What follows belongs to an exercise in optimizing a design on an open flow for small area and a short achievable clock period; a production flow would make more cautious choices. RTL that was checked went through simulation tests only; none was proved equivalent to the original. Function not checked in run 5: the RTL went through the layout flow alone. Power and IR drop assume default switching activity.

==> design/flow/design.v <==
`timescale 1ns/1ps
`default_nettype none
module cfgApbSlave
(
  input  logic                       clk,
  input  logic                       rstN,
  input  logic                       psel,
  input  logic                       penable,
  input  logic                       pwrite,
  input  logic [8-1:0]     paddr,
  input  logic [16-1:0]      pwdata,
  output logic [16-1:0]      prdata,
  output logic                       pready,
  output logic                       pslverr,
  output logic [32-1:0][16-1:0] regBank,
  output logic                       chunkTake,
  output logic [16-1:0]      chunkData,
  input  logic                       progValid,
  input  logic                       progValidNext,
  output logic [16-1:0]        unitLenNext,
  output logic [48-1:0]        hbEveryNext
);
  localparam int IdxW = $clog2(32);
  localparam int BankW = 32 * 16;
  localparam logic [BankW-1:0] ResetVals =
      (BankW'(1)     << (1   * 16)) |
      (BankW'(10000) << (7    * 16)) |
      (BankW'(10000) << (11    * 16)) |
      (BankW'(1)     << (15 * 16)) |
      (BankW'(3)     << (16    * 16));
  logic            accState;    
  logic            nextAcc;
  logic            setup;
  logic            regHit;
  logic            progHit;
  logic            errHit;
  logic            rdEn;
  logic            wrQ;
  logic [IdxW-1:0] idxQ;
  logic [16-1:0] wdataQ;    
  logic            progWQ;
  logic            wrUnitQ;     
  logic [2:0]      wrHbQ;       
  logic [32-1:0] holdQ;   
  localparam logic [BankW-1:0] AsyncMask =
      (BankW'(16'h03ff) << (0  * 16)) |
      (BankW'(27'h7ffffff) << (1 * 16)) |
      (BankW'(27'h7ffffff) << (3 * 16)) |
      (BankW'(16'h000f) << (5   * 16)) |
      (BankW'(16'h000f) << (6     * 16)) |
      (BankW'(16'h0001) << (15 * 16)) |
      (BankW'(16'h0003) << (16    * 16)) |
      (BankW'(16'h0001) << (14  * 16)) |
      ResetVals;
  assign regHit  = !paddr[7];
  assign progHit = paddr == 8'h80;
  assign errHit  = paddr[7] && (paddr[6:0] != '0);
  assign setup   = !accState && psel && !penable;
  assign nextAcc = accState ? !(!psel || pready) : (psel && !penable);
  assign rdEn    = setup && !pwrite && regHit;
  function automatic logic [32-1:0] wordSel(input logic [IdxW-1:0] idx);
    logic [3:0] lo;
    logic [7:0] hi;
    for (int j = 0; j < 4; j++) lo[j] = idx[1:0] == 2'(j);
    for (int j = 0; j < 8; j++) hi[j] = idx[4:2] == 3'(j);
    for (int i = 0; i < 32; i++) wordSel[i] = hi[i / 4] && lo[i % 4];
  endfunction
  logic [32-1:0]  rdSel;
  logic [16-1:0] rdData;
  logic [16-1:0] rdReset;   
  logic                  resetDoneQ;   
  always_comb begin
    rdSel  = wordSel(paddr[IdxW+1:2]);
    rdData = '0;
    rdReset = '0;
    for (int i = 0; i < 32; i++) begin
      rdData = rdData | ({16{rdSel[i]}} & regBank[i]);
      rdReset = rdReset | ({16{rdSel[i]}} & ResetVals[i*16 +: 16]);
    end
  end
  always_ff @(posedge clk or negedge rstN) begin
    if (!rstN) begin
      accState <= 1'b0;
      pready   <= 1'b0;
      pslverr  <= 1'b0;
      prdata   <= '0;
      wrQ      <= 1'b0;
      resetDoneQ <= 1'b0;
      progWQ   <= 1'b0;
      wrUnitQ  <= 1'b0;
      wrHbQ    <= '0;
    end else begin
      accState <= nextAcc;
      pready   <= nextAcc && !(pwrite && progHit && progValidNext);
      pslverr  <= setup && errHit;
      prdata   <= (rdData & {16{rdEn && resetDoneQ}}) |
                  (rdReset & {16{rdEn && !resetDoneQ}});
      resetDoneQ <= 1'b1;
      wrQ      <= setup && pwrite && regHit;
      progWQ   <= nextAcc && pwrite && progHit;
      wrUnitQ  <= setup && pwrite && regHit && (paddr[IdxW+1:2] == IdxW'(7));
      for (int k = 0; k < 3; k++) begin
        wrHbQ[k] <= setup && pwrite && regHit &&
                    (paddr[IdxW+1:2] == IdxW'(11 + k));
      end
    end
  end
  always_ff @(posedge clk) begin
    idxQ   <= paddr[IdxW+1:2];
    wdataQ <= pwdata;
  end
  assign chunkTake = progWQ && !progValid;
  assign chunkData = wdataQ;
  logic [32-1:0] wrSel;
  assign wrSel = wordSel(idxQ) & {32{wrQ}};
  function automatic logic [16-1:0] keptWord(input int i);
    keptWord = regBank[i] & (AsyncMask[i*16 +: 16] | {16{holdQ[i]}});
  endfunction
  assign unitLenNext = wrUnitQ ? wdataQ : keptWord(7);
  for (genvar k = 0; k < 3; k++) begin : g_hb
    assign hbEveryNext[k*16 +: 16] =
        wrHbQ[k] ? wdataQ : keptWord(11 + k);
  end
  logic [32-1:0][16-1:0] bankAsync;
  logic [32-1:0][16-1:0] bankSync;
  always_ff @(posedge clk or negedge rstN) begin
    if (!rstN) begin
      bankAsync <= ResetVals;
    end else begin
      for (int i = 0; i < 32; i++) begin
        if (wrSel[i]) bankAsync[i] <= wdataQ;
      end
    end
  end
  always_ff @(posedge clk or negedge rstN) begin
    if (!rstN) begin
      holdQ <= '0;
    end else begin
      holdQ <= ~(wordSel(paddr[IdxW+1:2]) & {32{setup && pwrite && regHit}});
    end
  end
  always_ff @(posedge clk) begin
    for (int i = 0; i < 32; i++) begin
      bankSync[i] <= ({16{wrSel[i]}} & wdataQ) |
                     ({16{holdQ[i]}} & bankSync[i]);
    end
  end
  assign regBank = (bankAsync & AsyncMask) | (bankSync & ~AsyncMask);
endmodule
`default_nettype wire
`timescale 1ns/1ps
`default_nettype none
module progDeserializer
#(
  parameter int outW    = 47,
  parameter int nChunks = 3
) (
  input  logic                   clk,
  input  logic                   rstN,
  input  logic                   inTake,
  input  logic [16-1:0]  inData,
  output logic                   outValid,
  output logic                   outValidNext,
  output logic [outW-1:0]        outWord,
  input  logic                   outReady
);
  localparam int InW  = 16;
  localparam int BufW = nChunks * InW;
  localparam int CntW = (nChunks > 1) ? $clog2(nChunks) : 1;
  localparam logic [CntW-1:0] LastCnt = CntW'(nChunks - 1);
  logic [CntW-1:0]  chunkCnt;
  logic [BufW-1:0]  shiftBuf;
  logic             last;
  assign last = chunkCnt == LastCnt;
  assign outValidNext = outValid ? !outReady : (inTake && last);
  always_ff @(posedge clk) begin
    for (int k = 0; k < nChunks; k++) begin
      if (inTake && chunkCnt == CntW'(k)) begin
        shiftBuf[k*InW +: InW] <= inData;
      end
    end
  end
  always_ff @(posedge clk or negedge rstN) begin
    if (!rstN) begin
      chunkCnt <= '0;
      outValid <= 1'b0;
    end else begin
      if (inTake) begin
        chunkCnt <= last ? '0 : chunkCnt + 1'b1;
      end
      outValid <= outValidNext;
    end
  end
  assign outWord = shiftBuf[outW-1:0];
endmodule
`default_nettype wire
`timescale 1ns/1ps
`default_nettype none
module cfgMapper
(
  input  logic                       clk,
  input  logic                       rstN,
  input  logic [32-1:0][16-1:0]   regBank,
  output logic [10-1:0]            filtsUsed,
  output logic [27-1:0]            incrementConstant,
  output logic [27-1:0]            decayConstant,
  output logic [4-1:0]             gensUsed,
  output logic [4-1:0]             gensEn,
  output logic [16-1:0]                         unitLen,
  output logic [48-1:0]                            timeElapsed,
  output logic [48-1:0]                            sendHbEvery,
  output logic                            resetTime,
  output logic                            reportTags,
  output logic                            pReset,
  output logic                            sReset,
  input  logic                       chunkTake,
  input  logic [16-1:0]                   chunkData,
  output logic                            progValid,
  output logic                            progValidNext,
  input  logic                       progReady,
  output logic [4-1:0]             progGenIdx,
  output logic [16-1:0]           progPeriod,
  output logic [16-1:0]           progTicks,
  output logic [11-1:0]              progTag
);
  localparam int WordW        = 16;
  localparam int FiltsLsb     = 0 * WordW;
  localparam int IncLsb       = 1 * WordW;
  localparam int DecayLsb     = 3 * WordW;
  localparam int GensUsedLsb  = 5 * WordW;
  localparam int GensEnLsb    = 6 * WordW;
  localparam int UnitLenLsb   = 7 * WordW;
  localparam int ElapsedLsb   = 8 * WordW;
  localparam int HbEveryLsb   = 11 * WordW;
  localparam int ResetTimeLsb = 14 * WordW;
  localparam int TagsLsb      = 15 * WordW;
  localparam int BdResetLsb   = 16 * WordW;
  logic [32*WordW-1:0] bankFlat;
  logic [47-1:0]                   progWord;
  assign bankFlat = regBank;
  assign filtsUsed         = bankFlat[FiltsLsb +: 10];
  assign incrementConstant = bankFlat[IncLsb +: 27];
  assign decayConstant     = bankFlat[DecayLsb +: 27];
  assign gensUsed          = bankFlat[GensUsedLsb +: 4];
  assign gensEn            = bankFlat[GensEnLsb +: 4];
  assign unitLen           = bankFlat[UnitLenLsb +: 16];
  assign timeElapsed       = bankFlat[ElapsedLsb +: 48];
  assign sendHbEvery       = bankFlat[HbEveryLsb +: 48];
  assign resetTime         = bankFlat[ResetTimeLsb];
  assign reportTags        = bankFlat[TagsLsb];
  assign pReset            = bankFlat[BdResetLsb];
  assign sReset            = bankFlat[BdResetLsb + 1];
  progDeserializer #(
    .outW    (47),
    .nChunks (3)
  ) u_progDes (
    .clk      (clk),
    .rstN     (rstN),
    .inTake   (chunkTake),
    .inData   (chunkData),
    .outValid (progValid),
    .outValidNext (progValidNext),
    .outWord  (progWord),
    .outReady (progReady)
  );
  assign {progGenIdx, progPeriod, progTicks, progTag} = progWord;
endmodule
`default_nettype wire
`timescale 1ns/1ps
`default_nettype none
module timeMgr
(
  input  logic                 clk,
  input  logic                 rstN,
  input  logic [16-1:0]  unitLen,
  input  logic [48-1:0]  timeElapsed,
  input  logic [48-1:0]  sendHbEvery,
  input  logic [16-1:0]  unitLenNext,    
  input  logic [48-1:0]  hbEveryNext,    
  input  logic                 resetTime,
  output logic [48-1:0]  currentTime,
  output logic                 unitTick,
  output logic                 hbPulse
);
  function automatic logic geFlat16(input logic [15:0] a, input logic [15:0] b);
    logic [15:0] e, q;
    logic [16:0] t;
    e = ~(a ^ b);
    q = {1'b1, e[15:1]};
    for (int s = 1; s < 16; s = s * 2) begin
      for (int i = 0; i < 16 - s; i++) q[i] = q[i] & q[i + s];
    end
    t = {q[0] & e[0], a & ~b & q};
    geFlat16 = |t;
  endfunction
  function automatic logic geFlat48(input logic [47:0] a, input logic [47:0] b);
    logic [47:0] e, q;
    logic [48:0] t;
    e = ~(a ^ b);
    q = {1'b1, e[47:1]};
    for (int s = 1; s < 48; s = s * 2) begin
      for (int i = 0; i < 48 - s; i++) q[i] = q[i] & q[i + s];
    end
    t = {q[0] & e[0], a & ~b & q};
    geFlat48 = |t;
  endfunction
  function automatic logic [15:0] onesBelow16(input logic [15:0] a);
    logic [15:0] t;
    t = {a[14:0], 1'b1};
    for (int s = 1; s < 16; s = s * 2) begin
      for (int i = 16 - 1; i >= s; i--) t[i] = t[i] & t[i - s];
    end
    onesBelow16 = t;
  endfunction
  function automatic logic [47:0] onesBelow48(input logic [47:0] a);
    logic [47:0] t;
    t = {a[46:0], 1'b1};
    for (int s = 1; s < 48; s = s * 2) begin
      for (int i = 48 - 1; i >= s; i--) t[i] = t[i] & t[i - s];
    end
    onesBelow48 = t;
  endfunction
  logic [16-1:0] unitNext;    
  logic [48-1:0] hbReg;       
  logic                hbCleared;   
  logic [48-1:0] hbNext;      
  logic [16-1:0] unitNextD;
  logic                wrap;        
  logic                hbDue;       
  logic                unitClr;
  logic                hbClr;
  assign hbNext    = hbCleared ? 48'(1) : hbReg;
  assign hbDue     = hbCleared ? (sendHbEvery[48-1:1] == '0) :
                                 geFlat48(hbReg, sendHbEvery);
  assign unitClr   = resetTime || wrap;
  assign hbClr     = resetTime || (wrap && hbDue);
  assign unitNextD = unitClr ? 16'(1) : unitNext ^ onesBelow16(unitNext);
  always_ff @(posedge clk or negedge rstN) begin
    if (!rstN) begin
      unitNext    <= 16'(1);
      hbReg       <= 48'(1);
      hbCleared   <= 1'b1;
      wrap        <= 1'b0;
      currentTime <= '0;
      unitTick    <= 1'b0;
      hbPulse     <= 1'b0;
    end else begin
      unitTick    <= !resetTime && wrap;
      hbPulse     <= !resetTime && wrap && hbDue;
      unitNext    <= unitNextD;
      hbCleared   <= hbClr;
      hbReg       <= hbNext ^ (onesBelow48(hbNext) & {48{wrap}});
      wrap        <= geFlat16(unitNextD, unitLenNext);
      currentTime <= resetTime ? timeElapsed :
                     currentTime ^ (onesBelow48(currentTime) & {48{wrap}});
    end
  end
endmodule
`default_nettype wire
`timescale 1ns/1ps
`default_nettype none
module cfgTop
(
  input  logic                    clk,
  input  logic                    rstN,
  input  logic                    psel,
  input  logic                    penable,
  input  logic                    pwrite,
  input  logic [8-1:0]  paddr,
  input  logic [16-1:0]                pwdata,
  output logic [16-1:0]                     prdata,
  output logic                         pready,
  output logic                         pslverr,
  output logic [10-1:0]         filtsUsed,
  output logic [27-1:0]         incrementConstant,
  output logic [27-1:0]         decayConstant,
  output logic [4-1:0]          gensUsed,
  output logic [4-1:0]          gensEn,
  output logic                         reportTags,
  output logic                         pReset,
  output logic                         sReset,
  output logic                         progValid,
  input  logic                    progReady,
  output logic [4-1:0]          progGenIdx,
  output logic [16-1:0]        progPeriod,
  output logic [16-1:0]        progTicks,
  output logic [11-1:0]           progTag,
  output logic [48-1:0]                         currentTime,
  output logic                         unitTick,
  output logic                         hbPulse
);
  logic [32-1:0][16-1:0] regBank;
  logic [16-1:0]                 chunkData;
  logic                     chunkTake;
  logic                     progValidNext;
  logic [16-1:0]                  unitLen;
  logic [48-1:0]                     timeElapsed;
  logic [48-1:0]                     sendHbEvery;
  logic                     resetTime;
  logic [16-1:0]      unitLenNext;
  logic [48-1:0]      hbEveryNext;
  cfgApbSlave u_slave (
    .clk          (clk),
    .rstN         (rstN),
    .psel         (psel),
    .penable      (penable),
    .pwrite       (pwrite),
    .paddr        (paddr),
    .pwdata       (pwdata),
    .prdata       (prdata),
    .pready       (pready),
    .pslverr      (pslverr),
    .regBank      (regBank),
    .chunkTake    (chunkTake),
    .chunkData    (chunkData),
    .progValid    (progValid),
    .progValidNext (progValidNext),
    .unitLenNext  (unitLenNext),
    .hbEveryNext  (hbEveryNext)
  );
  cfgMapper u_mapper (
    .clk               (clk),
    .rstN              (rstN),
    .regBank           (regBank),
    .filtsUsed         (filtsUsed),
    .incrementConstant (incrementConstant),
    .decayConstant     (decayConstant),
    .gensUsed          (gensUsed),
    .gensEn            (gensEn),
    .unitLen           (unitLen),
    .timeElapsed       (timeElapsed),
    .sendHbEvery       (sendHbEvery),
    .resetTime         (resetTime),
    .reportTags        (reportTags),
    .pReset            (pReset),
    .sReset            (sReset),
    .chunkTake         (chunkTake),
    .chunkData         (chunkData),
    .progValid         (progValid),
    .progValidNext     (progValidNext),
    .progReady         (progReady),
    .progGenIdx        (progGenIdx),
    .progPeriod        (progPeriod),
    .progTicks         (progTicks),
    .progTag           (progTag)
  );
  timeMgr u_timeMgr (
    .clk         (clk),
    .rstN        (rstN),
    .unitLen     (unitLen),
    .timeElapsed (timeElapsed),
    .sendHbEvery (sendHbEvery),
    .unitLenNext (unitLenNext),
    .hbEveryNext (hbEveryNext),
    .resetTime   (resetTime),
    .currentTime (currentTime),
    .unitTick    (unitTick),
    .hbPulse     (hbPulse)
  );
endmodule
`default_nettype wire
==> design/flow/flow/run.sh <==
#!/bin/bash
# Standard layout, with plain buf_2 cells as the port buffers and a clock
# tree without dummy loads. Each tool's output goes to a log of its own here.
set -euo pipefail
export BUFFER_PORTS_ARGS="-buffer_cell sky130_fd_sc_hd__buf_2"
export CTS_ARGS="-sink_clustering_enable -repair_clock_nets -dont_use_dummy_load -sink_clustering_size 20 -sink_clustering_max_diameter 100"
bash standard.sh synth > make_synth.log 2>&1
bash standard.sh > make_layout.log 2>&1
==> design/flow/standard.sh <==
#!/bin/bash
# synth_recipe.tcl (not shown) runs the flow's synth.tcl, then flattens the netlist and writes it again
# the make line also repeats each setting of config.mk as NAME=value (left out here)
make -C /OpenROAD-flow-scripts/flow DESIGN_CONFIG=/design/flow/config.mk WORK_HOME=/design/flow/orfs CLKGATE_MAP_FILE= SYNTH_SCRIPT=/design/flow/synth_recipe.tcl "${@:-finish}"
==> design/flow/config.mk <==
export PLATFORM = sky130hd
export DESIGN_NAME = cfgTop
export DESIGN_NICKNAME = cfgTop
export VERILOG_FILES = /design/flow/design.v
export SDC_FILE = /design/flow/constraint.sdc
export NUM_CORES = 4
export LEC_CHECK = 0
export CAP_MARGIN = 20
export CORE_MARGIN = 2
export CORE_UTILIZATION = 65
export SETUP_SLACK_MARGIN = 3.3
export SLEW_MARGIN = 20
==> design/flow/constraint.sdc <==
create_clock -name core_clock -period 6.0 [get_ports {clk}]
set_input_delay 1.2000 -clock core_clock [delete_from_list [all_inputs] [get_ports {clk}]]
set_output_delay 1.2000 -clock core_clock [all_outputs]
set_load 0.01 [all_outputs]
==> impl_metrics.py, run 1 <==
metrics = {
    "critical_path": {
        "critPathArrivalTime_ps": 3290,
        "startpoint_type": "register",
        "cp_max_fo": 16,
        "crit_required_ps": 6470,
        "cp-end-kind": "register",
        "crit_type": "reg2reg",
    },
    "power_and_ir_drop": {
        "power_mw": 9.58,
        "ir_drop_mv": 0.287,
        "power_density_nw_per_um2": 281,
        "power.leakage_nw": 14.4,
    },
    "sta": {
        "tightest_slew_ps": 1360,
        "hold_violations": 0,
        "finalMaxSlewViolations": 0,
        "maxSlewHeadroom_pct": 9.04,
        "fin_crit_sh_pct": 47.0,
        "fmax_mhz": 355,
        "setup_tns_ps": 0,
        "timing.hold.ws_ps": 448,
        "rsz0062_at_grt": "no",
        "setup_viol": 0,
        "min_period_ps": 2820,
        "skew_ps": 33.3,
    },
    "synthesis": {
        "synth_edf_count": 47,
        "synth_area_per_cell_um2": 10.7,
        "synth_cell_types": 72,
        "synth_fp_nets": 2997,
        "yosysWarningCount": 3,
        "synth-seq-cells": 752,
        "netlist_instances": 2900,
        "synthArstFlopShare_pct": 34.3,
        "synthFlopType": "dfxtp_1",
        "synth-seq-area-share_pct": 54.4,
        "syn_area_um2": 30900,
    },
    "placement": {
        "hpwl_um": 84000,
        "portBuffers": 220,
        "post_dp_cell_area_um2": 32100,
        "gp_congestion": 1.12,
    },
    "layout": {
        "fillers": 3260,
        "final_area_um2": 34100,
        "layout_commonest_cell": "dfxtp_1",
        "nNetsFinal": 3111,
        "drive_above_1_share_pct": 19.4,
        "most-common-layout-cells": "dfxtp_1 (438), a22o_1 (436), nand2_1 (310)",
        "syn_to_final_growth_pct": 10.3,
    },
    "routing": {
        "vias": 27500,
        "routed_wl_um": 129000,
        "route.detailed.drc": 0,
        "wl_per_cell_um": 35.7,
        "postRouteAntennaNets": 0,
        "firstDrtPassIters": 10,
        "drtIter0Drc": 4836,
        "avgViaCountPerCell": 7.58,
    },
    "global_route": {
        "grt_pass1_wl_um": 181000,
        "antenna_found_initial": 13,
        "grt_max_degree": 118,
        "grt-ovfl-total": 0,
        "grt_pass1_vias": 25300,
        "track_usage_pct": 51.0,
    },
    "floorplan": {
        "rows": 79,
        "die_h_um": 222,
        "start_util_pct": 66.2,
        "die_w_um": 222,
        "ios": 221,
        "core_area_um2": 46800,
        "die-area_um2": 49400,
    },
    "clocking": {
        "cts_made_buffers": 43,
        "clkTransAtPathRegs_ps": 90,
        "numClockSinks": 752,
        "cts_tree": "done",
        "ctsRootBufferMaster": "clkbuf_16",
        "clkLatencyLatePin_ps": 610,
        "htreeDepth": 2,
        "clockBufferDepth": 3,
    },
    "flow_run": {
        "maxCapViolations": 0,
    },
    "min_path": {
        "hold_class": "in2async",
    },
    "outcome": {
        "status": "finished clean",
    },
}
-- per-stage QoR --
stage	setup slack [ps]	cells	util [%]
finish	3180	3624	73.0
global route	3230	3619	73.0
CTS	3250	3580	71.9
detailed placement	2450	3500	68.7
global placement	2360	3498	68.6
floorplan	3270	2900	-
-- flip-flops by register name, indices dropped and copies added, names as in the netlist, 2 cells and up --
register	cells
u_slave.prdata	16
u_mapper.u_progDes.chunkCnt	2
u_slave.bankAsync	86
u_timeMgr.currentTime	48
u_slave.wdataQ	16
u_timeMgr.unitNext	16
u_mapper.u_progDes.shiftBuf	47
u_slave.holdQ	30
u_slave.idxQ	5
u_timeMgr.hbReg	48
u_slave.bankSync	426
-- logic make-up after synthesis --
| kind of cell | Yosys count | share of synthesized area (%) |
|---|---|---|
| AO/OA/AOI/OAI | 823 | 21.0 |
| other | 1 | 0.0121 |
| adder cells (fa/ha/maj) | 67 | 2.71 |
| AND/OR/NAND/NOR | 744 | 11.7 |
| flip-flops | 752 | 54.4 |
| XOR/XNOR | 101 | 2.86 |
| multiplexers | 56 | 2.01 |
| buffers and inverters | 356 | 5.28 |
-- per-layer routing --
layer  wire (um)  GRT usage (%)  vias to the layer above  part of all wire (%)
li1            -              -                    10800                     -
met1       45400           65.7                    13300                    35
met2       51300           69.5                     2673                    40
met3       22100           22.5                      676                    17
met4       10400           32.8                       14                   8.0
met5         101              0                        -                 0.078
-- worst paths after layout --
path                                               start                           endpoint  slack (ps)  cells past startpoint
hold / removal                                      rstN       u_slave.prdata[10]$_DFF_PN0_         450                      1
setup / recovery                 u_slave.idxQ[1]$_DFF_P_  u_slave.bankAsync[28]$_DFFE_PN0P_        3180                      3
min in group core_clock    u_slave.bankSync[462]$_DFF_P_      u_slave.bankSync[462]$_DFF_P_         490                      1
hold reg to reg            u_slave.bankSync[462]$_DFF_P_      u_slave.bankSync[462]$_DFF_P_         490                      1
setup reg to reg                 u_slave.idxQ[1]$_DFF_P_  u_slave.bankAsync[28]$_DFFE_PN0P_        3180                      3
max in group asynchronous                           rstN  u_slave.bankAsync[66]$_DFFE_PN0P_        4170                      3
-- worst max-delay path, stage by stage (launching register included) --
cell and delay, ps:
dfxtp_1 350, nand3b_1 630, or4_1 1200, mux2_2 510
-- cell usage after synthesis, types with 7 or more instances --
cell type    n  share of area [%]
dfxtp_1    447                 29
a22o_1     436                 12
nand2_1    311                3.8
dfrtp_1    241                 19
a22oi_1    208                5.0
clkbuf_1   166                2.0
nor2_1     144                1.7
buf_4       73                1.8
inv_1       73               0.89
o21ai_0     69                1.1
ha_1        67                2.7
nand3_1     58               0.94
xnor2_1     57                1.6
nand4_1     55                1.1
mux2_2      50                1.8
edfxtp_1    47                4.6
xor2_1      44                1.2
a21oi_1     43               0.70
buf_1       30               0.36
nor3_1      29               0.47
and3_1      25               0.51
a221oi_1    22               0.62
nor4_1      20               0.40
dfstp_2     17                1.4
buf_2       13               0.21
a21o_1      10               0.24
nor2_2      10               0.20
and4_1       9               0.25
nor2b_1      9               0.18
a31oi_1      8               0.16
nand3b_1     8               0.19
or2_2        8               0.16
or3_1        7               0.14
-- power breakdown --
part / internal, mW / switching [mW]
clock: 1.28 / 1.65
sequential: 5.29 / 0.276
combinational: 0.440 / 0.639
total: 7.01 / 2.57
-- layout make-up --
class	instances	area (um^2)	area share [%]
flip-flops and latches	752	16900	49.4
multi-input cells	1792	12900	37.7
inverters	73	278	0.814
well taps	607	759	2.22
diodes	5	12.5	0.0367
repair buffers	352	2290	6.72
clock buffers	43	1080	3.15
-- repair_timing --
action                     4_1_cts  5_1_grt
buffers inserted                37       38
setup endpoints to repair       38       33
gates resized for setup         16       32
hold buffers                     0        0
pin swaps                        9       12
==> inputs of run 2 (changes only) <==
--- a/design/flow/config.mk
+++ b/design/flow/config.mk
@@ -8,5 +8,5 @@
 export CAP_MARGIN = 20
 export CORE_MARGIN = 2
 export CORE_UTILIZATION = 65
-export SETUP_SLACK_MARGIN = 3.3
+export SETUP_SLACK_MARGIN = 3.4
 export SLEW_MARGIN = 20
==> impl_metrics.py, run 2 <==
metrics = {
    "clocking": {
        "ctsRootBufferMaster": "clkbuf_16",
        "clkLatencyLatePin_ps": 620,
        "cts_made_buffers": 43,
        "htreeDepth": 2,
        "clockBufferDepth": 3,
        "hold_buffers": 0,
        "numClockSinks": 752,
        "cts_tree": "done",
        "clkTransAtPathRegs_ps": 80,
    },
    "synthesis": {
        "yosysTopAreaCell": "dfxtp_1",
        "yosysMostFrequentCell": "dfxtp_1",
        "synthArstFlopShare_pct": 34.3,
        "synth.area.top_cells": "dfxtp_1 (29%), dfrtp_1 (19%), a22o_1 (12%)",
        "yosys-top-cells-count": "dfxtp_1 (447), a22o_1 (436), nand2_1 (311)",
        "synth-seq-area-share_pct": 54.4,
        "yosysWarningCount": 3,
        "synth_area_per_cell_um2": 10.7,
        "synth_fp_nets": 2997,
        "synth_edf_count": 47,
        "synth_cell_types": 72,
        "synthFlopType": "dfxtp_1",
        "synth_top_area_share_pct": 28.9,
        "synth-seq-cells": 752,
        "syn_area_um2": 30900,
        "netlist_instances": 2900,
    },
    "sta": {
        "min_period_ps": 2740,
        "fin_crit_sh_pct": 45.7,
        "maxSlewHeadroom_pct": 16.4,
        "tightest_slew_ps": 1250,
        "setup_viol": 0,
        "hold_violations": 0,
        "setup_tns_ps": 0,
        "rsz0062_at_grt": "yes",
        "fmax_mhz": 365,
        "fin_ws_ps": 3260,
        "finalMaxSlewViolations": 0,
        "skew_ps": 33.2,
    },
    "placement": {
        "hpwl_um": 84700,
        "dp_slack_ps": 2170,
        "gp_congestion": 1.08,
        "portBuffers": 220,
        "post_dp_cell_area_um2": 32100,
    },
    "floorplan": {
        "core_area_um2": 46800,
        "die_w_um": 222,
        "start_util_pct": 66.2,
        "die-area_um2": 49400,
        "rows": 79,
        "die_h_um": 222,
        "ios": 221,
    },
    "layout": {
        "top_regs": "u_slave.bankSync x426, u_slave.bankAsync x86",
        "drive_above_1_share_pct": 21.1,
        "final_area_um2": 34700,
        "nNetsFinal": 3128,
        "top_register": "u_slave.bankSync",
        "syn_to_final_growth_pct": 12.1,
        "most-common-layout-cells": "a22o_1 (436), dfxtp_1 (432), nand2_1 (306)",
        "layout_commonest_cell": "a22o_1",
        "largest_register_ffs": 426,
        "postLayoutCoreUtil_pct": 74.2,
    },
    "global_route": {
        "antenna_found_initial": 12,
        "grt_pass1_vias": 25600,
        "grt-ovfl-total": 0,
        "track_usage_pct": 51.5,
        "grt_max_degree": 110,
        "grt_pass1_wl_um": 183000,
    },
    "routing": {
        "route.detailed.drc": 0,
        "firstDrtPassIters": 8,
        "routed_wl_um": 131000,
        "vias": 27600,
        "wl_per_cell_um": 36.0,
        "postRouteAntennaNets": 0,
        "drtIter0Drc": 4673,
        "avgViaCountPerCell": 7.58,
    },
    "min_path": {
        "min_path_cells": 1,
        "hold_path_startpoint": "u_slave.bankSync[43]$_DFF_P_",
        "hold_end": "u_slave.bankSync[43]$_DFF_P_",
        "hold_class": "reg2reg",
    },
    "critical_path": {
        "worstReg2RegStart": "u_slave.idxQ[2]$_DFF_P_",
        "critPathArrivalTime_ps": 3230,
        "cp_max_fo": 9,
        "crit_start": "paddr[6]",
        "crit_chain": "clkbuf_4, nand3b_1, nor2_2, buf_12, a221o_1, a221oi_4, nand4_1, nor4_4, a21oi_1",
        "rrSetupSlack_ps": 3330,
        "crit_path_max_incr_delay_ps": 410,
        "cp-end-kind": "register",
        "timing.rr.end": "u_slave.bankSync[86]$_DFF_P_",
        "reg2reg_depth": 4,
        "startpoint_type": "input pin",
        "crit_required_ps": 6480,
        "slowest_stage": "nor4_4",
        "crit_type": "in2reg",
    },
    "power_and_ir_drop": {
        "p_clk_share_pct": 30.6,
        "power.leakage_nw": 14.6,
        "p_comb_share_pct": 11.4,
        "p_switching_mw": 2.58,
        "switching_share_pct": 26.9,
        "power_density_nw_per_um2": 276,
        "internal-power_mw": 7.00,
        "seqPwrFrac_pct": 58.0,
        "ir_drop_mv": 0.221,
    },
    "flow_run": {
        "maxCapViolations": 0,
    },
    "outcome": {
        "status": "finished clean",
    },
}
-- run 2: cell counts after synthesis --
No cell type changed its count.
-- run 2: per-layer routing --
layer  routed length, um  GRT usage [%]  vias to the layer above  part of all wire (%)
li1                    -              -                    10800                     -
met5                 153              0                        -                  0.12
met3               21600           21.6                      698                    16
met2               52800           71.7                     2713                    40
met1               45400           65.8                    13400                    35
met4               11200           33.3                        8                   8.5
-- run 2: worst max path at each step --
stage                                       end  slack, ps  cells after the start
detailed placement  u_slave.prdata[1]$_DFF_PN0_       2170                      9
floorplan           u_slave.prdata[7]$_DFF_PN0_       3370                      7
global placement    u_slave.prdata[1]$_DFF_PN0_       2180                      9
CTS                 u_slave.prdata[1]$_DFF_PN0_       3310                      9
finish              u_slave.prdata[1]$_DFF_PN0_       3260                      9
global route        u_slave.prdata[1]$_DFF_PN0_       3230                     10
-- run 2: cell type report --
class	instances	area [um^2]
Sequential cell	752	16900
Tap cell	607	759
Inverter	73	278
Timing Repair Buffer	369	2580
Multi-Input combinational cell	1792	13100
Fill cell	3095	12100
Clock buffer	43	1080
Antenna cell	10	25.0
-- run 2: power groups by stage --
| stage | Combinational [mW] | Sequential (mW) | Clock (mW) |
|---|---|---|---|
| after global routing | 1.16 | 5.57 | 3.07 |
| final | 1.09 | 5.56 | 2.93 |
| after floorplan | 0.639 | 5.55 | 0 |
| after detailed placement | 0.939 | 5.64 | 0 |
| after global placement | 0.889 | 5.63 | 0 |
| after CTS | 1.01 | 5.53 | 2.89 |
-- run 2: cell families after synthesis --
group / after synthesis / share of synthesized area, %
flops: 752 / 54.4
fa+ha+maj: 67 / 2.71
compound gates: 823 / 21.0
simple gates: 744 / 11.7
other cells: 1 / 0.0121
buf+inv: 356 / 5.28
xor+xnor: 101 / 2.86
mux: 56 / 2.01
-- run 2: worst max-delay path, delay by kind of cell --
family,cells,cell delay [ps]
buffers and inverters,2,310
AND/OR/NAND/NOR,4,970
AO/OA/AOI/OAI,3,740
-- run 2: timing repair --
item                                    in CTS  in global routing
resized for setup                           36                 77
endpoints found under the setup margin      74                 42
pin swaps                                   15                 36
buffers inserted                            52                 41
-- run 2: metrics by stage --
| stage | hold WS [ps] | cells | total power, mW |
|---|---|---|---|
| after floorplan | 424 | 2900 | 6.19 |
| after global placement | 462 | 3497 | 6.52 |
| after detailed placement | 464 | 3498 | 6.58 |
| after CTS | 486 | 3593 | 9.43 |
| after global routing | 499 | 3638 | 9.79 |
| final | 486 | 3646 | 9.59 |
==> inputs of run 3 (changes only) <==
--- a/design/flow/config.mk
+++ b/design/flow/config.mk
@@ -7,6 +7,6 @@
 export LEC_CHECK = 0
 export CAP_MARGIN = 20
 export CORE_MARGIN = 2
-export CORE_UTILIZATION = 65
-export SETUP_SLACK_MARGIN = 3.4
+export CORE_UTILIZATION = 55
+export SETUP_SLACK_MARGIN = 3.2
 export SLEW_MARGIN = 20
==> impl_metrics.py, run 3 <==
metrics = {
    "synthesis": {
        "synthFlopType": "dfxtp_1",
        "synth_top_area_share_pct": 28.9,
        "synth-seq-area-share_pct": 54.4,
        "synth_fp_nets": 2997,
        "syn_area_um2": 30900,
        "yosys-top-cells-count": "dfxtp_1 (447), a22o_1 (436), nand2_1 (311)",
        "synthArstFlopShare_pct": 34.3,
        "yosysWarningCount": 3,
        "synth_area_per_cell_um2": 10.7,
        "yosysMostFrequentCell": "dfxtp_1",
        "synth_cell_types": 72,
        "synth-seq-cells": 752,
        "yosysTopAreaCell": "dfxtp_1",
        "synth_edf_count": 47,
        "synth.area.top_cells": "dfxtp_1 (29%), dfrtp_1 (19%), a22o_1 (12%)",
        "netlist_instances": 2900,
    },
    "critical_path": {
        "rrSetupSlack_ps": 3210,
        "worstReg2RegStart": "u_slave.idxQ[3]$_DFF_P_",
        "startpoint_type": "input pin",
        "cp_num_cells": 9,
        "crit_chain": "clkbuf_4, nand2b_4, nor2_1, buf_4, a221o_1, a221oi_2, nand4_1, nor4_2, a21oi_1",
        "crit_family": "simple AND/OR/NAND/NOR gates",
        "slowest_stage": "a221o_1",
        "crit_buf_inv": 2,
        "cp_max_fo": 17,
        "timing.rr.end": "u_slave.bankSync[255]$_DFF_P_",
        "crit_type": "in2reg",
        "crit_required_ps": 6390,
        "reg2reg_depth": 4,
        "cp-end-kind": "register",
        "critPathArrivalTime_ps": 3210,
        "crit_path_max_incr_delay_ps": 350,
    },
    "min_path": {
        "hold_path_startpoint": "u_slave.bankSync[299]$_DFF_P_",
        "hold_end": "u_slave.bankSync[299]$_DFF_P_",
        "hold_class": "reg2reg",
        "min_path_cells": 1,
    },
    "global_route": {
        "grt_max_degree": 121,
        "antenna_found_initial": 8,
        "track_usage_pct": 44.1,
        "grt_pass1_vias": 24000,
        "grt_pass1_wl_um": 180000,
        "grt-ovfl-total": 0,
    },
    "sta": {
        "maxSlewHeadroom_pct": 9.16,
        "skew_ps": 49.0,
        "fin_crit_sh_pct": 47.0,
        "min_period_ps": 2820,
        "setup_tns_ps": 0,
        "hold_violations": 0,
        "tightest_slew_ps": 1360,
        "setup_viol": 0,
        "finalMaxSlewViolations": 0,
        "fmax_mhz": 354,
        "rsz0062_at_grt": "no",
    },
    "flow_run": {
        "maxCapViolations": 0,
    },
    "floorplan": {
        "ios": 221,
        "die_w_um": 241,
        "die-area_um2": 58200,
        "rows": 86,
        "die_h_um": 241,
        "start_util_pct": 55.8,
        "core_area_um2": 55400,
    },
    "power_and_ir_drop": {
        "power.leakage_nw": 14.4,
        "ir_drop_mv": 0.202,
        "power_density_nw_per_um2": 278,
    },
    "routing": {
        "firstDrtPassIters": 6,
        "drtIter0Drc": 4167,
        "postRouteAntennaNets": 0,
        "routed_wl_um": 130000,
        "route.detailed.drc": 0,
        "wl_per_cell_um": 34.6,
        "avgViaCountPerCell": 7.00,
        "vias": 26300,
    },
    "placement": {
        "hpwl_um": 86300,
        "portBuffers": 220,
        "gp_congestion": 1.03,
        "post-place-cells": 3650,
    },
    "clocking": {
        "cts_tree": "done",
        "clkTransAtPathRegs_ps": 80,
        "ctsRootBufferMaster": "clkbuf_16",
        "numClockSinks": 752,
        "clkLatencyLatePin_ps": 620,
        "cts_made_buffers": 43,
        "clockBufferDepth": 3,
        "htreeDepth": 2,
    },
    "layout": {
        "syn_to_final_growth_pct": 10.4,
        "largest_register_ffs": 426,
        "top_register": "u_slave.bankSync",
        "nNetsFinal": 3101,
        "stdcell_count": 3754,
        "top_regs": "u_slave.bankSync x426, u_slave.bankAsync x86",
        "layout_commonest_cell": "a22o_1",
        "most-common-layout-cells": "a22o_1 (436), dfxtp_1 (432), nand2_1 (309)",
        "postLayoutCoreUtil_pct": 61.7,
        "drive_above_1_share_pct": 18.8,
    },
    "outcome": {
        "status": "finished clean",
    },
}
-- run 3: cell counts after synthesis --
Identical to the previous run, type by type.
-- run 3: through the flow --
stage          worst slack, ps  power, mW  hold slack (ps)  instance area [um^2]
5_1_grt                   3150       9.76              499                 34200
3_5_place_dp              2190       6.58              464                 32300
3_3_place_gp              2150       6.55              461                 32300
2_1_floorplan             3180       6.18              424                 31000
4_1_cts                   3140       9.43              487                 33800
6_report                  3180       9.49              485                 34200
-- run 3: worst register-to-register path, delay by kind of cell, from the launching register on --
kind	cells	cell delay, ps
compound gates	1	160
flops	1	630
buf+inv	1	380
simple gates	2	1590
-- run 3: worst max-delay path by stage --
| stage | start | end | slack, ps |
|---|---|---|---|
| after detailed placement | paddr[6] | u_slave.prdata[7]$_DFF_PN0_ | 2190 |
| after floorplan | paddr[6] | u_slave.prdata[7]$_DFF_PN0_ | 3180 |
| after global placement | paddr[6] | u_slave.prdata[7]$_DFF_PN0_ | 2150 |
| after global routing | paddr[3] | u_slave.prdata[1]$_DFF_PN0_ | 3150 |
| final | paddr[4] | u_slave.prdata[1]$_DFF_PN0_ | 3180 |
| after CTS | paddr[6] | u_slave.prdata[7]$_DFF_PN0_ | 3140 |
-- run 3: layer usage --
| metal | vias up | routed length [um] | part of all wire [%] | track usage (%) |
|---|---|---|---|---|
| met1 | 13000 | 50400 | 39 | 60.2 |
| li1 | 10700 | - | - | - |
| met4 | 6 | 8630 | 6.6 | 24.9 |
| met5 | - | 127 | 0.098 | 1.43 |
| met3 | 450 | 18200 | 14 | 14.1 |
| met2 | 2104 | 52600 | 40 | 61.4 |
-- run 3: repair_timing --
action                                 CTS  global route
pin swaps                                7             5
setup endpoints to repair               17            23
gates cloned                             0             0
endpoints found under the hold margin    0             0
hold buffers                             0             0
setup buffers                           34            22
gates resized for setup                 15            22
-- run 3: cells by family after synthesis --
logic type / Yosys count / synth area share (%)
AND/OR/NAND/NOR: 744 / 11.7
buffers and inverters: 356 / 5.28
adder cells (fa/ha/maj): 67 / 2.71
AO/OA/AOI/OAI: 823 / 21.0
flip-flops: 752 / 54.4
other: 1 / 0.0121
multiplexers: 56 / 2.01
XOR/XNOR: 101 / 2.86
-- run 3: power by group --
part / switching [mW] / internal (mW)
Clock: 1.67 / 1.28
Combinational: 0.598 / 0.390
Sequential: 0.265 / 5.29
-- run 3: final cells by class --
type                       instances  area, um^2
fill                            4540       21300
sequential                       752       16900
multi-input combinational       1792       12800
timing repair buffer             342        2210
clock buffer                      43        1080
tap                              748         936
inverter                          73         278
antenna                            4        10.0
==> inputs of run 4 (changes only) <==
--- a/design/flow/design.v
+++ b/design/flow/design.v
@@ -36,7 +36,6 @@
   logic            errHit;
   logic            rdEn;
   logic            wrQ;
-  logic [IdxW-1:0] idxQ;
   logic [16-1:0] wdataQ;    
   logic            progWQ;
   logic            wrUnitQ;     
@@ -106,13 +105,12 @@
     end
   end
   always_ff @(posedge clk) begin
-    idxQ   <= paddr[IdxW+1:2];
     wdataQ <= pwdata;
   end
   assign chunkTake = progWQ && !progValid;
   assign chunkData = wdataQ;
   logic [32-1:0] wrSel;
-  assign wrSel = wordSel(idxQ) & {32{wrQ}};
+  assign wrSel = ~holdQ & {32{wrQ}};
   function automatic logic [16-1:0] keptWord(input int i);
     keptWord = regBank[i] & (AsyncMask[i*16 +: 16] | {16{holdQ[i]}});
   endfunction
--- a/design/flow/config.mk
+++ b/design/flow/config.mk
@@ -8,5 +8,5 @@
 export CAP_MARGIN = 20
 export CORE_MARGIN = 2
 export CORE_UTILIZATION = 55
-export SETUP_SLACK_MARGIN = 3.2
+export SETUP_SLACK_MARGIN = 3.4
 export SLEW_MARGIN = 20
==> impl_metrics.py, run 4 <==
metrics = {
    "critical_path": {
        "rrSetupSlack_ps": 3250,
        "cp_max_fo": 4,
        "crit_required_ps": 6530,
        "reg2reg_depth": 10,
        "critPathArrivalTime_ps": 3280,
        "timing.rr.end": "u_timeMgr.wrap$_DFF_PN0_",
        "worstReg2RegStart": "u_timeMgr.unitNext[6]$_DFF_PN0_",
        "startpoint_type": "register",
        "crit_type": "reg2reg",
        "cp-end-kind": "register",
    },
    "routing": {
        "vias": 26600,
        "postRouteAntennaNets": 0,
        "route.detailed.drc": 0,
        "wl_per_cell_um": 29.1,
        "avgViaCountPerCell": 6.37,
        "routed_wl_um": 122000,
        "firstDrtPassIters": 9,
        "drtIter0Drc": 3338,
    },
    "power_and_ir_drop": {
        "power_density_nw_per_um2": 253,
        "ir_drop_mv": 0.243,
        "power.leakage_nw": 14.2,
    },
    "floorplan": {
        "core_area_um2": 56300,
        "ios": 221,
        "start_util_pct": 55.5,
        "die_h_um": 242,
        "die-area_um2": 58700,
        "rows": 87,
        "die_w_um": 242,
    },
    "sta": {
        "maxSlewHeadroom_pct": 17.5,
        "fin_crit_sh_pct": 45.8,
        "fin_ws_ps": 3250,
        "skew_ps": 60.4,
        "hold_violations": 0,
        "fmax_mhz": 364,
        "setup_viol": 0,
        "rsz0062_at_grt": "yes",
        "tightest_slew_ps": 1230,
        "setup_tns_ps": 0,
        "min_period_ps": 2750,
        "finalMaxSlewViolations": 0,
    },
    "synthesis": {
        "synthArstFlopShare_pct": 34.7,
        "yosysMostFrequentCell": "nand2_1",
        "synth_top_area_share_pct": 28.3,
        "synth-seq-area-share_pct": 53.7,
        "synth_cell_types": 68,
        "synth.area.top_cells": "dfxtp_1 (28%), dfrtp_1 (19%), nand2_1 (8.0%)",
        "synth_edf_count": 47,
        "yosysTopAreaCell": "dfxtp_1",
        "syn_area_um2": 31200,
        "synth_fp_nets": 3430,
        "yosysWarningCount": 3,
        "synthFlopType": "dfxtp_1",
        "synth_area_per_cell_um2": 9.37,
        "synth-seq-cells": 749,
        "yosys-top-cells-count": "nand2_1 (665), o21ai_0 (491), dfxtp_1 (442)",
        "netlist_instances": 3333,
    },
    "clocking": {
        "hold_buffers": 0,
        "cts_tree": "done",
        "clkLatencyLatePin_ps": 610,
        "numClockSinks": 749,
        "clockBufferDepth": 3,
        "clkTransAtPathRegs_ps": 80,
        "cts_made_buffers": 43,
        "ctsRootBufferMaster": "clkbuf_16",
        "htreeDepth": 2,
    },
    "global_route": {
        "grt_pass1_wl_um": 174000,
        "grt_pass1_vias": 24400,
        "grt_max_degree": 140,
        "antenna_found_initial": 8,
        "grt-ovfl-total": 0,
        "track_usage_pct": 40.6,
    },
    "min_path": {
        "hold_path_startpoint": "u_slave.bankSync[243]$_DFF_P_",
        "min_path_cells": 2,
        "hold_class": "reg2reg",
        "hold_end": "u_slave.bankSync[243]$_DFF_P_",
    },
    "layout": {
        "nNetsFinal": 3519,
        "largest_register_ffs": 426,
        "most-common-layout-cells": "nand2_1 (661), o21ai_0 (488), dfxtp_1 (437)",
        "layout_commonest_cell": "nand2_1",
        "drive_above_1_share_pct": 17.6,
        "top_register": "u_slave.bankSync",
        "fillers": 4795,
        "top_regs": "u_slave.bankSync x426, u_slave.bankAsync x86",
        "syn_to_final_growth_pct": 11.5,
    },
    "outcome": {
        "status": "finished clean",
    },
    "flow_run": {
        "maxCapViolations": 0,
    },
    "placement": {
        "dp_slack_ps": 2270,
        "hpwl_um": 84800,
        "gp_congestion": 0.972,
        "portBuffers": 220,
    },
}
run 4: cell types whose count changed after synthesis, sizes merged, moves of 40 or more:
cell,previous run,this run
clkbuf,166,206
nand2,311,665
nor2,154,93
a22o,436,16
o21ai,69,499
and3,25,75
run 4: kinds of logic (layout without fill, tap and decap cells):
| kind of cell | Yosys count | after routing | synth area share, % |
|---|---|---|---|
| other | 1 | 3 | 0.0120 |
| adders and majority gates | 67 | 67 | 2.68 |
| muxes | 72 | 72 | 2.57 |
| DFF | 749 | 749 | 53.7 |
| xor gates and xnor gates | 96 | 96 | 2.69 |
| buffers and inverters | 372 | 459 | 5.44 |
| AOI/OAI and AO/OA | 818 | 818 | 15.7 |
| and+or+nand+nor | 1158 | 1158 | 17.2 |
run 4: what timing repair did:
item | in CTS | in global routing
buffers inserted | 30 | 33
gates resized for setup | 73 | 47
gates cloned | 0 | 3
pin swaps | 16 | 19
setup endpoints to repair | 41 | 46
run 4: metal layers:
layer  global-route usage (%)  up-vias  routed length (um)
li1                         -    11700                   -
met1                     56.4    13100               49500
met2                     60.7     1561               52000
met3                     8.18      304               12700
met4                     19.6        6                7340
met5                        0        -                  51
run 4: stage by stage:
stage,utilization [%],area [um^2],std cells,hold WS [ps],power (mW)
floorplan,-,31700,3333,420,5.66
global placement,58.0,32600,4065,433,5.89
detailed placement,58.1,32700,4066,441,5.91
CTS,60.9,34300,4139,461,8.77
global route,61.9,34800,4176,481,9.04
finish,61.9,34800,4178,461,8.80
run 4: worst max-delay path by stage:
| stage | start | cells past startpoint | slack (ps) | endpoint |
|---|---|---|---|---|
| after global routing | u_timeMgr.unitNext[6]$_DFF_PN0_ | 10 | 3100 | u_timeMgr.wrap$_DFF_PN0_ |
| after floorplan | paddr[3] | 8 | 3070 | u_slave.prdata[13]$_DFF_PN0_ |
| final | u_timeMgr.unitNext[6]$_DFF_PN0_ | 10 | 3250 | u_timeMgr.wrap$_DFF_PN0_ |
| after detailed placement | paddr[5] | 7 | 2270 | u_slave.prdata[4]$_DFF_PN0_ |
| after CTS | u_slave.bankSync[199]$_DFF_P_ | 8 | 3240 | u_timeMgr.hbPulse$_DFF_PN0_ |
| after global placement | paddr[5] | 7 | 2260 | u_slave.prdata[6]$_DFF_PN0_ |
run 4: worst max-delay path, stage by stage, from the launching register on:
cell and delay, ps:
dfrtp_1 380, nand4_1 160, nor4_2 370, and2_1 230, nand3_2 110, or3_4 360
a21oi_4 200, ha_4 150, nand4_1 80, or4_1 520, o21ai_1 120
run 4: final cells by class:
cell class              count  area, um^2  area share [%]
well taps                 756         946            2.72
inverters                  69         259           0.744
clock buffers              43        1080            3.09
diodes                      2        5.00          0.0144
repair buffers            347        2320            6.68
flip-flops and latches    749       16800            48.3
multi-input cells        2212       13400            38.5
run 4: power by group:
part | internal, mW | switching, mW
Sequential | 5.13 | 0.116
Clock | 1.28 | 1.65
Combinational | 0.229 | 0.396
==> inputs of run 5 (changes only) <==
--- a/design/flow/design.v
+++ b/design/flow/design.v
@@ -36,21 +36,10 @@
   logic            errHit;
   logic            rdEn;
   logic            wrQ;
-  logic [16-1:0] wdataQ;    
+  logic [IdxW-1:0] idxQ;
   logic            progWQ;
   logic            wrUnitQ;     
   logic [2:0]      wrHbQ;       
-  logic [32-1:0] holdQ;   
-  localparam logic [BankW-1:0] AsyncMask =
-      (BankW'(16'h03ff) << (0  * 16)) |
-      (BankW'(27'h7ffffff) << (1 * 16)) |
-      (BankW'(27'h7ffffff) << (3 * 16)) |
-      (BankW'(16'h000f) << (5   * 16)) |
-      (BankW'(16'h000f) << (6     * 16)) |
-      (BankW'(16'h0001) << (15 * 16)) |
-      (BankW'(16'h0003) << (16    * 16)) |
-      (BankW'(16'h0001) << (14  * 16)) |
-      ResetVals;
   assign regHit  = !paddr[7];
   assign progHit = paddr == 8'h80;
   assign errHit  = paddr[7] && (paddr[6:0] != '0);
@@ -66,15 +55,11 @@
   endfunction
   logic [32-1:0]  rdSel;
   logic [16-1:0] rdData;
-  logic [16-1:0] rdReset;   
-  logic                  resetDoneQ;   
   always_comb begin
     rdSel  = wordSel(paddr[IdxW+1:2]);
     rdData = '0;
-    rdReset = '0;
     for (int i = 0; i < 32; i++) begin
       rdData = rdData | ({16{rdSel[i]}} & regBank[i]);
-      rdReset = rdReset | ({16{rdSel[i]}} & ResetVals[i*16 +: 16]);
     end
   end
   always_ff @(posedge clk or negedge rstN) begin
@@ -84,7 +69,6 @@
       pslverr  <= 1'b0;
       prdata   <= '0;
       wrQ      <= 1'b0;
-      resetDoneQ <= 1'b0;
       progWQ   <= 1'b0;
       wrUnitQ  <= 1'b0;
       wrHbQ    <= '0;
@@ -92,9 +76,7 @@
       accState <= nextAcc;
       pready   <= nextAcc && !(pwrite && progHit && progValidNext);
       pslverr  <= setup && errHit;
-      prdata   <= (rdData & {16{rdEn && resetDoneQ}}) |
-                  (rdReset & {16{rdEn && !resetDoneQ}});
-      resetDoneQ <= 1'b1;
+      prdata   <= rdData & {16{rdEn}};
       wrQ      <= setup && pwrite && regHit;
       progWQ   <= nextAcc && pwrite && progHit;
       wrUnitQ  <= setup && pwrite && regHit && (paddr[IdxW+1:2] == IdxW'(7));
@@ -105,45 +87,26 @@
     end
   end
   always_ff @(posedge clk) begin
-    wdataQ <= pwdata;
+    idxQ <= paddr[IdxW+1:2];
   end
   assign chunkTake = progWQ && !progValid;
-  assign chunkData = wdataQ;
+  assign chunkData = pwdata;
   logic [32-1:0] wrSel;
-  assign wrSel = ~holdQ & {32{wrQ}};
-  function automatic logic [16-1:0] keptWord(input int i);
-    keptWord = regBank[i] & (AsyncMask[i*16 +: 16] | {16{holdQ[i]}});
-  endfunction
-  assign unitLenNext = wrUnitQ ? wdataQ : keptWord(7);
+  assign wrSel = wordSel(idxQ) & {32{wrQ}};
+  assign unitLenNext = wrUnitQ ? pwdata : regBank[7];
   for (genvar k = 0; k < 3; k++) begin : g_hb
     assign hbEveryNext[k*16 +: 16] =
-        wrHbQ[k] ? wdataQ : keptWord(11 + k);
+        wrHbQ[k] ? pwdata : regBank[11 + k];
   end
-  logic [32-1:0][16-1:0] bankAsync;
-  logic [32-1:0][16-1:0] bankSync;
   always_ff @(posedge clk or negedge rstN) begin
     if (!rstN) begin
-      bankAsync <= ResetVals;
+      regBank <= ResetVals;
     end else begin
       for (int i = 0; i < 32; i++) begin
-        if (wrSel[i]) bankAsync[i] <= wdataQ;
+        if (wrSel[i]) regBank[i] <= pwdata;
       end
     end
   end
-  always_ff @(posedge clk or negedge rstN) begin
-    if (!rstN) begin
-      holdQ <= '0;
-    end else begin
-      holdQ <= ~(wordSel(paddr[IdxW+1:2]) & {32{setup && pwrite && regHit}});
-    end
-  end
-  always_ff @(posedge clk) begin
-    for (int i = 0; i < 32; i++) begin
-      bankSync[i] <= ({16{wrSel[i]}} & wdataQ) |
-                     ({16{holdQ[i]}} & bankSync[i]);
-    end
-  end
-  assign regBank = (bankAsync & AsyncMask) | (bankSync & ~AsyncMask);
 endmodule
 `default_nettype wire
 `timescale 1ns/1ps
@@ -280,77 +243,89 @@
   output logic                 unitTick,
   output logic                 hbPulse
 );
-  function automatic logic geFlat16(input logic [15:0] a, input logic [15:0] b);
-    logic [15:0] e, q;
-    logic [16:0] t;
-    e = ~(a ^ b);
-    q = {1'b1, e[15:1]};
-    for (int s = 1; s < 16; s = s * 2) begin
-      for (int i = 0; i < 16 - s; i++) q[i] = q[i] & q[i + s];
+  localparam int UB = 16 / 8;     
+  localparam int TB = 48 / 8;     
+  localparam int HP = 4;                
+  localparam int HW = 48 / HP;
+  localparam int UP = 2;                
+  localparam int UW = 16 / UP;
+  function automatic logic [48-1:0] inc48(input logic [48-1:0] a,
+                                               input logic [TB-2:0] f, input logic en);
+    logic c;
+    logic [7:0] t;
+    c = en;
+    for (int k = 0; k < TB; k++) begin
+      t = {a[8*k +: 7], 1'b1};
+      for (int i = 1; i < 8; i++) t[i] = t[i] & t[i - 1];
+      inc48[8*k +: 8] = a[8*k +: 8] ^ (t & {8{c}});
+      if (k < TB - 1) c = c & f[k];
     end
-    t = {q[0] & e[0], a & ~b & q};
-    geFlat16 = |t;
   endfunction
-  function automatic logic geFlat48(input logic [47:0] a, input logic [47:0] b);
-    logic [47:0] e, q;
-    logic [48:0] t;
-    e = ~(a ^ b);
-    q = {1'b1, e[47:1]};
-    for (int s = 1; s < 48; s = s * 2) begin
-      for (int i = 0; i < 48 - s; i++) q[i] = q[i] & q[i + s];
-    end
-    t = {q[0] & e[0], a & ~b & q};
-    geFlat48 = |t;
-  endfunction
-  function automatic logic [15:0] onesBelow16(input logic [15:0] a);
-    logic [15:0] t;
-    t = {a[14:0], 1'b1};
-    for (int s = 1; s < 16; s = s * 2) begin
-      for (int i = 16 - 1; i >= s; i--) t[i] = t[i] & t[i - s];
-    end
-    onesBelow16 = t;
-  endfunction
-  function automatic logic [47:0] onesBelow48(input logic [47:0] a);
-    logic [47:0] t;
-    t = {a[46:0], 1'b1};
-    for (int s = 1; s < 48; s = s * 2) begin
-      for (int i = 48 - 1; i >= s; i--) t[i] = t[i] & t[i - s];
-    end
-    onesBelow48 = t;
+  function automatic logic [16-1:0] inc16(input logic [16-1:0] a,
+                                               input logic f);
+    logic [7:0] t;
+    t = {a[6:0], 1'b1};
+    for (int i = 1; i < 8; i++) t[i] = t[i] & t[i - 1];
+    inc16[7:0] = a[7:0] ^ t;
+    t = {a[14:8], 1'b1};
+    for (int i = 1; i < 8; i++) t[i] = t[i] & t[i - 1];
+    inc16[15:8] = a[15:8] ^ (t & {8{f}});
   endfunction
   logic [16-1:0] unitNext;    
-  logic [48-1:0] hbReg;       
-  logic                hbCleared;   
   logic [48-1:0] hbNext;      
   logic [16-1:0] unitNextD;
+  logic [48-1:0] hbNextD;
+  logic [48-1:0] timeD;
+  logic                unitF;       
+  logic [TB-2:0]       hbF;         
+  logic [TB-2:0]       timeF;       
+  logic [UP-1:0]       uGt, uEq;    
+  logic [HP-1:0]       hGt, hEq;    
   logic                wrap;        
   logic                hbDue;       
   logic                unitClr;
   logic                hbClr;
-  assign hbNext    = hbCleared ? 48'(1) : hbReg;
-  assign hbDue     = hbCleared ? (sendHbEvery[48-1:1] == '0) :
-                                 geFlat48(hbReg, sendHbEvery);
-  assign unitClr   = resetTime || wrap;
-  assign hbClr     = resetTime || (wrap && hbDue);
-  assign unitNextD = unitClr ? 16'(1) : unitNext ^ onesBelow16(unitNext);
+  assign wrap    = uGt[1] || (uEq[1] && (uGt[0] || uEq[0]));
+  assign hbDue   = hGt[3] || (hEq[3] && (hGt[2] || (hEq[2] &&
+                   (hGt[1] || (hEq[1] && (hGt[0] || hEq[0]))))));
+  assign unitClr = resetTime || wrap;
+  assign hbClr   = resetTime || (wrap && hbDue);
+  assign unitNextD = unitClr ? 16'(1) : inc16(unitNext, unitF);
+  assign hbNextD   = hbClr ? 48'(1) : inc48(hbNext, hbF, wrap);
+  assign timeD     = resetTime ? timeElapsed : inc48(currentTime, timeF, wrap);
   always_ff @(posedge clk or negedge rstN) begin
     if (!rstN) begin
       unitNext    <= 16'(1);
-      hbReg       <= 48'(1);
-      hbCleared   <= 1'b1;
-      wrap        <= 1'b0;
+      hbNext      <= 48'(1);
       currentTime <= '0;
+      unitF       <= 1'b0;
+      hbF         <= '0;
+      timeF       <= '0;
+      uGt         <= '0;
+      uEq         <= '0;
+      hGt         <= '0;
+      hEq         <= 4'b1100;
       unitTick    <= 1'b0;
       hbPulse     <= 1'b0;
     end else begin
       unitTick    <= !resetTime && wrap;
       hbPulse     <= !resetTime && wrap && hbDue;
       unitNext    <= unitNextD;
-      hbCleared   <= hbClr;
-      hbReg       <= hbNext ^ (onesBelow48(hbNext) & {48{wrap}});
-      wrap        <= geFlat16(unitNextD, unitLenNext);
-      currentTime <= resetTime ? timeElapsed :
-                     currentTime ^ (onesBelow48(currentTime) & {48{wrap}});
+      hbNext      <= hbNextD;
+      currentTime <= timeD;
+      unitF       <= &unitNextD[7:0];
+      for (int k = 0; k < TB - 1; k++) begin
+        hbF[k]   <= &hbNextD[8*k +: 8];
+        timeF[k] <= &timeD[8*k +: 8];
+      end
+      for (int p = 0; p < UP; p++) begin
+        uGt[p] <= unitNextD[p*UW +: UW] > unitLenNext[p*UW +: UW];
+        uEq[p] <= unitNextD[p*UW +: UW] == unitLenNext[p*UW +: UW];
+      end
+      for (int p = 0; p < HP; p++) begin
+        hGt[p] <= hbNextD[p*HW +: HW] > hbEveryNext[p*HW +: HW];
+        hEq[p] <= hbNextD[p*HW +: HW] == hbEveryNext[p*HW +: HW];
+      end
     end
   end
 endmodule
==> design/flow/run.sh (new file) <==
#!/bin/bash
# synth_recipe.tcl (not shown) runs the flow's synth.tcl, then flattens the netlist and writes it again
# the make line also repeats each setting of config.mk as NAME=value (left out here)
make -C /OpenROAD-flow-scripts/flow DESIGN_CONFIG=/design/flow/config.mk WORK_HOME=/design/flow/orfs CLKGATE_MAP_FILE= SYNTH_SCRIPT=/design/flow/synth_recipe.tcl finish
--- a/design/flow/config.mk
+++ b/design/flow/config.mk
@@ -7,6 +7,6 @@
 export LEC_CHECK = 0
 export CAP_MARGIN = 20
 export CORE_MARGIN = 2
-export CORE_UTILIZATION = 55
-export SETUP_SLACK_MARGIN = 3.4
+export CORE_UTILIZATION = 60
+export SETUP_SLACK_MARGIN = 3.3
 export SLEW_MARGIN = 20
removed: design/flow/flow/run.sh
removed: design/flow/standard.sh
==> impl_metrics.py, run 5 <==
metrics = {
    "clocking": {
        "ctsRootBufferMaster": "clkbuf_16",
        "clkLatencyLatePin_ps": 640,
        "hold_buffers": 0,
        "clockBufferDepth": 3,
        "cts_made_buffers": 76,
        "numClockSinks": 729,
        "clkTransAtPathRegs_ps": 60,
        "htreeDepth": 3,
        "cts_tree": "done",
    },
    "layout": {
        "nNetsFinal": 3105,
        "top_register": "u_slave.regBank",
        "top_regs": "u_slave.regBank x512, u_timeMgr.currentTime x48, u_timeMgr.hbNext x48",
        "largest_register_ffs": 512,
        "drive_above_1_share_pct": 36.0,
        "most-common-layout-cells": "dfrtp_1 (641), mux2_2 (526), a22oi_1 (212)",
        "layout_commonest_cell": "dfrtp_1",
        "regArea_um2": 18500,
        "multi_input_area_um2": 14900,
        "syn_to_final_growth_pct": 21.5,
        "fillers": 3697,
    },
    "sta": {
        "fin_ws_ps": 3090,
        "setup_tns_ps": 0,
        "maxSlewHeadroom_pct": 22.7,
        "min_period_ps": 2910,
        "setup_viol": 0,
        "skew_ps": 16.3,
        "fin_crit_sh_pct": 48.5,
        "tightest_slew_ps": 1160,
        "rsz0062_at_grt": "yes",
        "hold_violations": 0,
        "finalMaxSlewViolations": 0,
        "fmax_mhz": 344,
        "timing.hold.ws_ps": 507,
    },
    "synthesis": {
        "netlist_instances": 2704,
        "synth_edf_count": 47,
        "synth_fp_nets": 2817,
        "syn_area_um2": 33800,
        "synth_cell_types": 64,
        "synthFlopType": "dfrtp_1",
        "synth_area_per_cell_um2": 12.5,
        "yosysMostFrequentCell": "dfrtp_1",
        "synth.area.top_cells": "dfrtp_1 (49%), mux2_2 (18%), a22oi_1 (4.8%)",
        "synth-seq-area-share_pct": 54.7,
        "yosys-top-cells-count": "dfrtp_1 (659), mux2_2 (527), a22oi_1 (214)",
        "synth-seq-cells": 729,
        "yosysTopAreaCell": "dfrtp_1",
        "synth_top_area_share_pct": 48.8,
        "synthArstFlopShare_pct": 92.9,
        "yosysWarningCount": 3,
    },
    "routing": {
        "wl_per_cell_um": 31.7,
        "firstDrtPassIters": 6,
        "vias": 25400,
        "routed_wl_um": 120000,
        "postRouteAntennaNets": 0,
        "route.detailed.drc": 0,
        "drtIter0Drc": 3453,
        "avgViaCountPerCell": 6.67,
    },
    "critical_path": {
        "crit_type": "reg2reg",
        "worstReg2RegStart": "u_timeMgr.uGt[1]$_DFF_PN0_",
        "slowest_stage": "dfrtp_2",
        "crit_chain": "buf_12, o2111a_2, buf_4, buf_6, ha_4, nand2b_4, a21oi_4, ha_4, nor2b_4, o21ai_1, nand2b_1, a21oi_1, or3_4, a21oi_2",
        "startpoint_type": "register",
        "cp-end-kind": "register",
        "crit_family": "compound AO/OA/AOI/OAI gates",
        "crit_buf_inv": 3,
        "critPathArrivalTime_ps": 3420,
        "crit_start": "u_timeMgr.uGt[1]$_DFF_PN0_",
        "cpMostUsedCell": "ha_4",
        "crit_path_max_incr_delay_ps": 500,
        "crit_required_ps": 6510,
        "cp_max_fo": 5,
    },
    "min_path": {
        "hold_class": "reg2reg",
        "hold_path_startpoint": "u_slave.regBank[424]$_DFFE_PN0P_",
    },
    "global_route": {
        "grt_max_degree": 136,
        "grt-ovfl-total": 0,
        "grt_pass1_vias": 25300,
        "antenna_found_initial": 4,
        "grt_pass1_wl_um": 172000,
        "track_usage_pct": 41.5,
    },
    "placement": {
        "hpwl_um": 81100,
        "portBuffers": 220,
        "gp_congestion": 1.04,
        "dp_slack_ps": 1760,
    },
    "floorplan": {
        "start_util_pct": 61.0,
        "ios": 221,
        "rows": 86,
        "core_area_um2": 55400,
        "die_w_um": 241,
        "die_h_um": 241,
        "die-area_um2": 58200,
    },
    "power_and_ir_drop": {
        "power.leakage_nw": 18.4,
        "power_mw": 11.4,
        "power_density_nw_per_um2": 277,
        "ir_drop_mv": 0.253,
    },
    "flow_run": {
        "maxCapViolations": 0,
    },
    "outcome": {
        "status": "finished clean",
    },
}
run 5: cell types whose count changed after synthesis, sizes merged, moves of 24 or more:
cell    change
nor2       +40
a22oi      +28
nand3      -29
nand2     -513
dfxtp     -437
clkbuf     -73
nor2b      -24
inv        -49
dfrtp     +416
and3       -47
mux2      +461
mux2i      +55
o21ai     -448
run 5: where the power goes:
group	leakage, nW	switching [mW]	total, mW	internal [mW]
Sequential	9.12	0.243	5.44	5.20
Combinational	7.97	0.562	0.982	0.420
Clock	1.29	2.06	4.96	2.89
run 5: what timing repair did:
| action | in CTS | in global routing |
|---|---|---|
| pin swaps | 59 | 40 |
| gates cloned | 1 | 2 |
| resized for setup | 360 | 83 |
| setup endpoints to repair | 228 | 27 |
| setup buffers | 118 | 31 |
run 5: logic make-up after synthesis:
group	Yosys count	synth area share, %
AO/OA/AOI/OAI	398	8.38
XOR/XNOR	90	2.33
adder cells (fa/ha/maj)	83	3.07
buffers and inverters	266	3.89
flip-flops	729	54.7
multiplexers	588	19.4
AND/OR/NAND/NOR	550	8.24
run 5: per-stage QoR:
| step | cell area (um^2) | instances | utilization [%] |
|---|---|---|---|
| after global routing | 41100 | 3804 | 74.1 |
| final | 41100 | 3804 | 74.1 |
| after detailed placement | 36500 | 3510 | 65.9 |
| after floorplan | 34100 | 2704 | - |
| after CTS | 40500 | 3769 | 73.0 |
| after global placement | 36500 | 3510 | 65.9 |
run 5: per-layer routing:
metal / global-route usage, % / routed length [um] / up-vias
met5: 0 / 18 / -
met4: 19.5 / 6510 / 2
met3: 12.9 / 13300 / 362
met2: 61.9 / 53200 / 1555
met1: 55.7 / 47500 / 13000
li1: - / - / 10400
run 5: path summary, 6_finish.rpt:
check / endpoint / slack (ps) / cells past startpoint
worst max-delay path: u_timeMgr.hGt[2]$_DFF_PN0_ / 3090 / 14
worst max register to register: u_timeMgr.hGt[2]$_DFF_PN0_ / 3090 / 14
worst min register to register: u_slave.regBank[424]$_DFFE_PN0P_ / 510 / 1
worst min-delay path: u_slave.regBank[424]$_DFFE_PN0P_ / 510 / 1
max in group asynchronous: u_timeMgr.currentTime[43]$_DFF_PN0_ / 3920 / 2
min in group asynchronous: u_timeMgr.hbF[0]$_DFF_PN0_ / 600 / 1
run 5: cell type report:
cell class / instances / area share [%]
repair buffers: 454 / 9.77
clock inverters: 31 / 0.991
diodes: 2 / 0.0122
well taps: 748 / 2.28
flip-flops and latches: 729 / 45.1
inverters: 20 / 0.189
multi-input cells: 1711 / 36.3
clock buffers: 109 / 5.37

## what the ideal ports hide
The results above use ideal ports. As a check the final layouts listed here were re-extracted and re-timed, cells and wires unchanged. Step 1 sets driving cells, clkbuf_16 on the clock port and buf_2 on the other inputs (assumed; they add their load-dependent delay and slew). Step 2 moves the port delays by t, midway between the first and last clock arrival at a register: inputs arrive t later, outputs are due t later. That takes back most of the time a late clock gives input paths. a / b / c = ideal ports / drivers / drivers and shift; a / b = the first two.
run	t, ns	setup slack, ns	pins driven straight from the clock port
run 1	0.657	3.180 / 3.168 / 2.511	1
run 2	0.670	3.257 / 3.265 / 2.595	1
run 3	0.663	3.179 / 3.205 / 2.553	1
run 4	0.645	3.249 / 3.249 / 2.717	1
run 5	0.700	3.091 / 3.091 / 2.434	1
After both steps setup and hold are still met in every run listed. The setup slack of run 1, which loses most, moves by -0.012 ns with the drivers and by -0.669 ns with both steps.
